This is an optimization exercise on Yosys and OpenROAD, whose aim is small area, a short achievable clock period and few clock cycles per item, not a production implementation.
RTL that was checked went through simulation tests only; none was proved equivalent to the original.

## rev 12
## subbytes_pipe
module subbytes_pipe #(
    parameter int NUM_BYTES = 16,
    parameter int LANE_W    = 8
) (
    input  logic                   clk_i,
    input  logic                   rst_ni,
    input  logic                   in_valid_i,
    output logic                   in_ready_o,
    input  logic [8*NUM_BYTES-1:0] in_data_i,
    input  logic                   inv_i,
    output logic                   out_valid_o,
    input  logic                   out_ready_i,
    output logic [8*NUM_BYTES-1:0] out_data_o,
    output logic                   busy_o
);
    if (LANE_W != 8) begin : g_bad_lane_w
        $error("subbytes_pipe: LANE_W must be 8");
    end
    if (NUM_BYTES < 1 || NUM_BYTES > 16) begin : g_bad_num_bytes
        $error("subbytes_pipe: NUM_BYTES must be in 1..16");
    end
    localparam int NB = NUM_BYTES;
    logic            adv;         
    logic            acc;         
    logic            inc;         
    logic            o_free;      
    logic            sp_valid;    
    logic [8*NB-1:0] sp_data;
    logic [8*NB-1:0] res;         
    logic [8*NB-1:0] o_new;       
    logic [8*NB-1:0] o_d;         
    logic            sp_valid_d;
    logic            o_valid_d;
    logic            v1;
    logic            inv1;
    logic [8*NB-1:0] b1_d, b1_q;
    logic            v2;
    logic            inv2;
    logic [8*NB-1:0] b2_d, b2_q;
    logic            busy_q;
    logic            rdy_q;       
    assign adv        = !sp_valid;
  ...
For scale: roughly 3600 cells after synthesis, about 520 flip-flops, ~260 I/O pins, about 0.038 mm2 of cells after synthesis.
==> module subbytes_pipe, before the edit <==
module subbytes_pipe #(
    parameter int NUM_BYTES = 16,
    parameter int LANE_W    = 8
) (
    input  logic                   clk_i,
    input  logic                   rst_ni,
    input  logic                   in_valid_i,
    output logic                   in_ready_o,
    input  logic [8*NUM_BYTES-1:0] in_data_i,
    input  logic                   inv_i,
    output logic                   out_valid_o,
    input  logic                   out_ready_i,
    output logic [8*NUM_BYTES-1:0] out_data_o,
    output logic                   busy_o
);
    if (LANE_W != 8) begin : g_bad_lane_w
        $error("subbytes_pipe: LANE_W must be 8");
    end
    if (NUM_BYTES < 1 || NUM_BYTES > 16) begin : g_bad_num_bytes
        $error("subbytes_pipe: NUM_BYTES must be in 1..16");
    end
    localparam int NB = NUM_BYTES;
    logic            adv;         
    logic            acc;         
    logic            inc;         
    logic            o_free;      
    logic            sp_valid;    
    logic [8*NB-1:0] sp_data;
    logic [8*NB-1:0] res;         
    logic [8*NB-1:0] o_new;       
    logic [8*NB-1:0] o_d;         
    logic            sp_valid_d;
    logic            o_valid_d;
    logic            v1;
    logic            inv1;
    logic [8*NB-1:0] b1_d, b1_q;
    logic            v2;
    logic            inv2;
    logic [8*NB-1:0] b2_d, b2_q;
    logic            busy_q;
    logic            rdy_q;       
    assign adv        = !sp_valid;
    assign in_ready_o = rdy_q;
    assign acc        = in_valid_i && rdy_q;
    assign inc        = adv && v2;
    assign o_free     = !out_valid_o || out_ready_i;
    assign busy_o     = busy_q;
    for (genvar k = 0; k < NB; k++) begin : g_lane
        sb_x_t u_x_t (.a(in_data_i[8*k +: 8]), .inv(inv_i), .b(b1_d[8*k +: 8]));
        sb_t_r u_t_r (.a(b1_q[8*k +: 8]), .inv(inv1), .b(b2_d[8*k +: 8]));
        sb_r_y u_r_y (.a(b2_q[8*k +: 8]), .inv(inv2), .b(res[8*k +: 8]));
    end
    assign o_new = sp_valid ? sp_data : res;
    assign o_d   = o_free ? o_new : out_data_o;
    assign o_valid_d  = o_free ? (sp_valid || inc) : 1'b1;
    assign sp_valid_d = o_free ? (sp_valid && inc) : (sp_valid || inc);
    always_ff @(posedge clk_i or negedge rst_ni) begin
        if (!rst_ni) begin
            rdy_q       <= 1'b1;
            busy_q      <= 1'b0;
            sp_valid    <= 1'b0;
            out_valid_o <= 1'b0;
            v1          <= 1'b0;
            v2          <= 1'b0;
        end else begin
            rdy_q       <= !sp_valid_d;
            sp_valid    <= sp_valid_d;
            out_valid_o <= o_valid_d;
            busy_q      <= o_valid_d || sp_valid_d || (adv ? (acc || v1) : (v1 || v2));
            if (adv) begin
                v1 <= acc;
                v2 <= v1;
            end
        end
    end
    always_ff @(posedge clk_i) begin
        if (adv) begin
            b1_q <= b1_d;
            inv1 <= inv_i;
            b2_q <= b2_d;
            inv2 <= inv1;
        end
        if (!sp_valid) sp_data <= res;
        out_data_o <= o_d;
    end
endmodule
clock: 13.0 ns
lec_check: 0
cap_margin: 20
core_margin: 2
core_utilization: 65
cts_cluster_diameter: 100
cts_cluster_size: 24
place_density: 0.75
slew_margin: 20
synth_hierarchical: 1
synth_minimum_keep_size: 0
standard.sh (not shown) runs the stock make flow with config.mk's settings and CLKGATE_MAP_FILE= SYNTH_SCRIPT=/design/flow/synth_recipe.tcl, a recipe that flattens the netlist after the stock synthesis.
==> flow/flow/run.sh <==
#!/bin/bash
export BUFFER_PORTS_ARGS="-buffer_cell sky130_fd_sc_hd__buf_1"
bash standard.sh finish SETUP_SLACK_MARGIN=${MARGIN:-9} > standard.log 2>&1
Testbench counts of rev 12, summed over its fixed seeds: cycles 6,012, items 6,000.
--- input diff rev 12..rev 13 ---
-- flow/design.v --
<<< rev 12, line 40
    logic            busy_q;
    logic            rdy_q;       
    assign adv        = !sp_valid;
    assign in_ready_o = rdy_q;
    assign acc        = in_valid_i && rdy_q;
    assign inc        = adv && v2;
    assign o_free     = !out_valid_o || out_ready_i;
    assign busy_o     = busy_q;
    for (genvar k = 0; k < NB; k++) begin : g_lane
>>> rev 13, line 40
    logic            busy_q;
    logic            rdy_q;       
    logic            ovn_q;       
    assign adv        = !sp_valid;
    assign in_ready_o = rdy_q;
    assign acc        = in_valid_i && rdy_q;
    assign inc        = adv && v2;
    assign o_free     = ovn_q || out_ready_i;
    assign busy_o     = busy_q;
    for (genvar k = 0; k < NB; k++) begin : g_lane
<<< rev 12, line 52
    end
    assign o_new = sp_valid ? sp_data : res;
    assign o_d   = o_free ? o_new : out_data_o;
    assign o_valid_d  = o_free ? (sp_valid || inc) : 1'b1;
    assign sp_valid_d = o_free ? (sp_valid && inc) : (sp_valid || inc);
    always_ff @(posedge clk_i or negedge rst_ni) begin
        if (!rst_ni) begin
            rdy_q       <= 1'b1;
            busy_q      <= 1'b0;
            sp_valid    <= 1'b0;
>>> rev 13, line 53
    end
    assign o_new = sp_valid ? sp_data : res;
    for (genvar j = 0; j < 8*NB; j++) begin : g_ohold
        g_mux2 u_ohold (.s(o_free), .a0(out_data_o[j]), .a1(o_new[j]), .y(o_d[j]));
    end
    assign o_valid_d  = o_free ? (sp_valid || inc) : 1'b1;
    assign sp_valid_d = o_free ? (sp_valid && inc) : (sp_valid || inc);
    always_ff @(posedge clk_i or negedge rst_ni) begin
        if (!rst_ni) begin
            rdy_q       <= 1'b0;
            ovn_q       <= 1'b1;
            busy_q      <= 1'b0;
            sp_valid    <= 1'b0;
<<< rev 12, line 65
        end else begin
            rdy_q       <= !sp_valid_d;
            sp_valid    <= sp_valid_d;
            out_valid_o <= o_valid_d;
>>> rev 13, line 69
        end else begin
            rdy_q       <= !sp_valid_d;
            ovn_q       <= !o_valid_d;
            sp_valid    <= sp_valid_d;
            out_valid_o <= o_valid_d;
Findings:
Max post-detailed-route wirelength per cell across rev 13 and rev 12: rev 12. Looking at flip-flop and latch share of the layout cell area, rev 13 sits 3.7 points lower than rev 12 does. Against rev 12 as the reference, rev 13 delivers a lower measured slew at the worst slew-check pin. Looking at buffer count excluding the clock tree in the final layout, rev 13 sits below rev 12. Delta (rev 13 minus rev 12): via count of the first global-routing pass fell 564; synthesized area up 1.7%; aggregate global-route resource usage shows a reduction of 0.96 points. Async set-reset flop share out of synthesis, rev 13 and rev 12: higher on rev 13. In the tables for rev 13 and rev 12, number of flops mapped to enable cells by yosys reads lower with rev 13. Delta(cell count, rev 13 - rev 12) > 0. Against rev 12, rev 13 comes in 3 higher on critical path depth in cells. Startpoint of the worst setup timing path = inv_i: rev 13; startpoint of the worst setup timing path = rdy_q: rev 12.
For rev 13, only the layout was checked, not whether the RTL still works.

========
P:
Another version of the RTL of subbytes_pipe (not shown whole).
For scale: roughly 580 flip-flops, ~260 I/O pins, ~41,000 um2 of cells after synthesis.
==> module subbytes_pipe, before the edit <==
module subbytes_pipe #(
    parameter int NUM_BYTES = 16,
    parameter int LANE_W    = 8
) (
    input  logic                   clk_i,
    input  logic                   rst_ni,
    input  logic                   in_valid_i,
    output logic                   in_ready_o,
    input  logic [8*NUM_BYTES-1:0] in_data_i,
    input  logic                   inv_i,
    output logic                   out_valid_o,
    input  logic                   out_ready_i,
    output logic [8*NUM_BYTES-1:0] out_data_o,
    output logic                   busy_o
);
    if (LANE_W != 8) begin : g_bad_lane_w
        $error("subbytes_pipe: LANE_W must be 8");
    end
    if (NUM_BYTES < 1 || NUM_BYTES > 16) begin : g_bad_num_bytes
        $error("subbytes_pipe: NUM_BYTES must be in 1..16");
    end
    localparam int NB = NUM_BYTES;
    logic            adv;         
    logic            acc;         
    logic            inc;         
    logic            o_free;      
    logic            sp_valid;    
    logic [8*NB-1:0] sp_data;
    logic [8*NB-1:0] res;         
    logic            sp_valid_d;
    logic            o_valid_d;
    logic            v1;
    logic            inv1;
    logic [8*NB-1:0] b1_d, b1_q;
    logic            v2;
    logic            inv2;
    logic [12*NB-1:0] b2_d, b2_q;
    logic            busy_q;
    logic            stall_q;     
    assign in_ready_o = !stall_q;
    assign acc        = in_valid_i && adv;
    assign inc        = adv && v2;
    assign o_free     = !out_valid_o || out_ready_i;
    assign busy_o     = busy_q;
    for (genvar k = 0; k < NB; k++) begin : g_lane
        sb_x_t u_x_t (.a(in_data_i[8*k +: 8]), .inv(inv_i), .b(b1_d[8*k +: 8]));
        sb_t_te u_t_te (.a(b1_q[8*k +: 8]), .inv(inv1), .b(b2_d[12*k +: 12]));
        sb_te_y u_te_y (.a(b2_q[12*k +: 12]), .inv(inv2), .b(res[8*k +: 8]));
    end
    assign o_valid_d  = o_free ? (sp_valid || inc) : 1'b1;
    assign sp_valid_d = o_free ? (sp_valid && inc) : (sp_valid || inc);
    always_ff @(posedge clk_i or negedge rst_ni) begin
        if (!rst_ni) begin
            adv         <= 1'b1;
            stall_q     <= 1'b0;
            busy_q      <= 1'b0;
            sp_valid    <= 1'b0;
            out_valid_o <= 1'b0;
            v1          <= 1'b0;
            v2          <= 1'b0;
        end else begin
            adv         <= !sp_valid_d;
            stall_q     <= sp_valid_d;
            sp_valid    <= sp_valid_d;
            out_valid_o <= o_valid_d;
            busy_q      <= o_valid_d || sp_valid_d || (adv ? (acc || v1) : (v1 || v2));
            if (adv) begin
                v1 <= acc;
                v2 <= v1;
            end
        end
    end
    always_ff @(posedge clk_i) begin
        if (adv) begin
            b1_q <= b1_d;
            inv1 <= inv_i;
            b2_q <= b2_d;
            inv2 <= inv1;
        end
        if (!sp_valid) sp_data <= res;
        if (o_free) out_data_o <= sp_valid ? sp_data : res;
    end
endmodule
Settings: LEC_CHECK=0, CAP_MARGIN=20, CORE_MARGIN=2, CORE_UTILIZATION=45, PLACE_DENSITY=0.6, SLEW_MARGIN=20, SYNTH_HIERARCHICAL=1, SYNTH_MINIMUM_KEEP_SIZE=0; clock period 13.0 ns.
==> flow/flow/run.sh <==
#!/bin/bash
# Own layout flow: the standard flow (standard.sh) with two changes that
# only affect how the layout is built:
#  - port buffers use buf_4 instead of the default small delay-buffer cell
#  - repair_timing aims for extra setup slack (SETUP_SLACK_MARGIN), so gates on
#    the critical paths get sized up although the 13 ns clock is met anyway
# Each tool's output goes to standard.log (and ORFS's own per-step logs).
export BUFFER_PORTS_ARGS="-buffer_cell sky130_fd_sc_hd__buf_2"
bash standard.sh finish SETUP_SLACK_MARGIN=${MARGIN:-9} > standard.log 2>&1
Setup changes, P to Q
-- flow/design.v --
<<< P, line 37
    logic [12*NB-1:0] b2_d, b2_q;
    logic            busy_q;
    logic            stall_q;     
    assign in_ready_o = !stall_q;
    assign acc        = in_valid_i && adv;
    assign inc        = adv && v2;
    assign o_free     = !out_valid_o || out_ready_i;
>>> Q, line 37
    logic [12*NB-1:0] b2_d, b2_q;
    logic            busy_q;
    logic            rdy_q;       
    assign adv        = !sp_valid;
    assign in_ready_o = rdy_q;
    assign acc        = in_valid_i && rdy_q;
    assign inc        = adv && v2;
    assign o_free     = !out_valid_o || out_ready_i;
<<< P, line 52
    always_ff @(posedge clk_i or negedge rst_ni) begin
        if (!rst_ni) begin
            adv         <= 1'b1;
            stall_q     <= 1'b0;
            busy_q      <= 1'b0;
            sp_valid    <= 1'b0;
>>> Q, line 53
    always_ff @(posedge clk_i or negedge rst_ni) begin
        if (!rst_ni) begin
            rdy_q       <= 1'b1;
            busy_q      <= 1'b0;
            sp_valid    <= 1'b0;
<<< P, line 60
            v2          <= 1'b0;
        end else begin
            adv         <= !sp_valid_d;
            stall_q     <= sp_valid_d;
            sp_valid    <= sp_valid_d;
            out_valid_o <= o_valid_d;
>>> Q, line 60
            v2          <= 1'b0;
        end else begin
            rdy_q       <= !sp_valid_d;
            sp_valid    <= sp_valid_d;
            out_valid_o <= o_valid_d;
Notes after the runs:
P → Q: mean instance size in the synthesized netlist went up 0.066 um2; count of cell instances traversed by the critical path went down 1.
Cmp Q vs P: clock-buffer cell count higher in Q
Diff P -> Q: cell count closely matched the old numbers; post-route worst setup slack decreased by 0.0050 ns relative to the old numbers; sequential share of layout area decreased by 0.17 points relative to the old numbers.
Q: number of buffers added by the clock tree synthesis step is 4.2% lower than what P reported.
No run of this note included a check of the RTL's function; only the layout flow was run.

## static timing again, ports no longer ideal
No port has a modelled driver above. Below, the same layouts with a new extraction and two added sets of constraints.
Step 1, drivers: a clkbuf_16 drives clk_i and a buf_2 each remaining input, both assumed.
Step 2 adds t to the input delays and takes it off the output delays; t is the mean of the earliest and latest rising clock arrival at the registers after step 1. Input paths then give back, and output paths get back, about the clock's delay inside the block.
Three values: no drivers, after step 1, after step 2; two values: the first two.
| run | shift t [ns] | setup slack, ns | cell pins on the clock port's net |
|---|---|---|---|
| rev 12 | 0.640 | 9.125 / 9.065 / 8.579 | 1 |
| rev 13 | 0.659 | 9.126 / 9.101 / 8.496 | 1 |
| P | 0.659 | 9.110 / 9.048 / 8.560 | 1 |
| Q | 0.671 | 9.104 / 9.044 / 8.479 | 1 |
After both steps every run listed still meets setup and hold. The setup slack of rev 13, which loses most, moves by -0.025 ns with the drivers and by -0.630 ns with both steps.
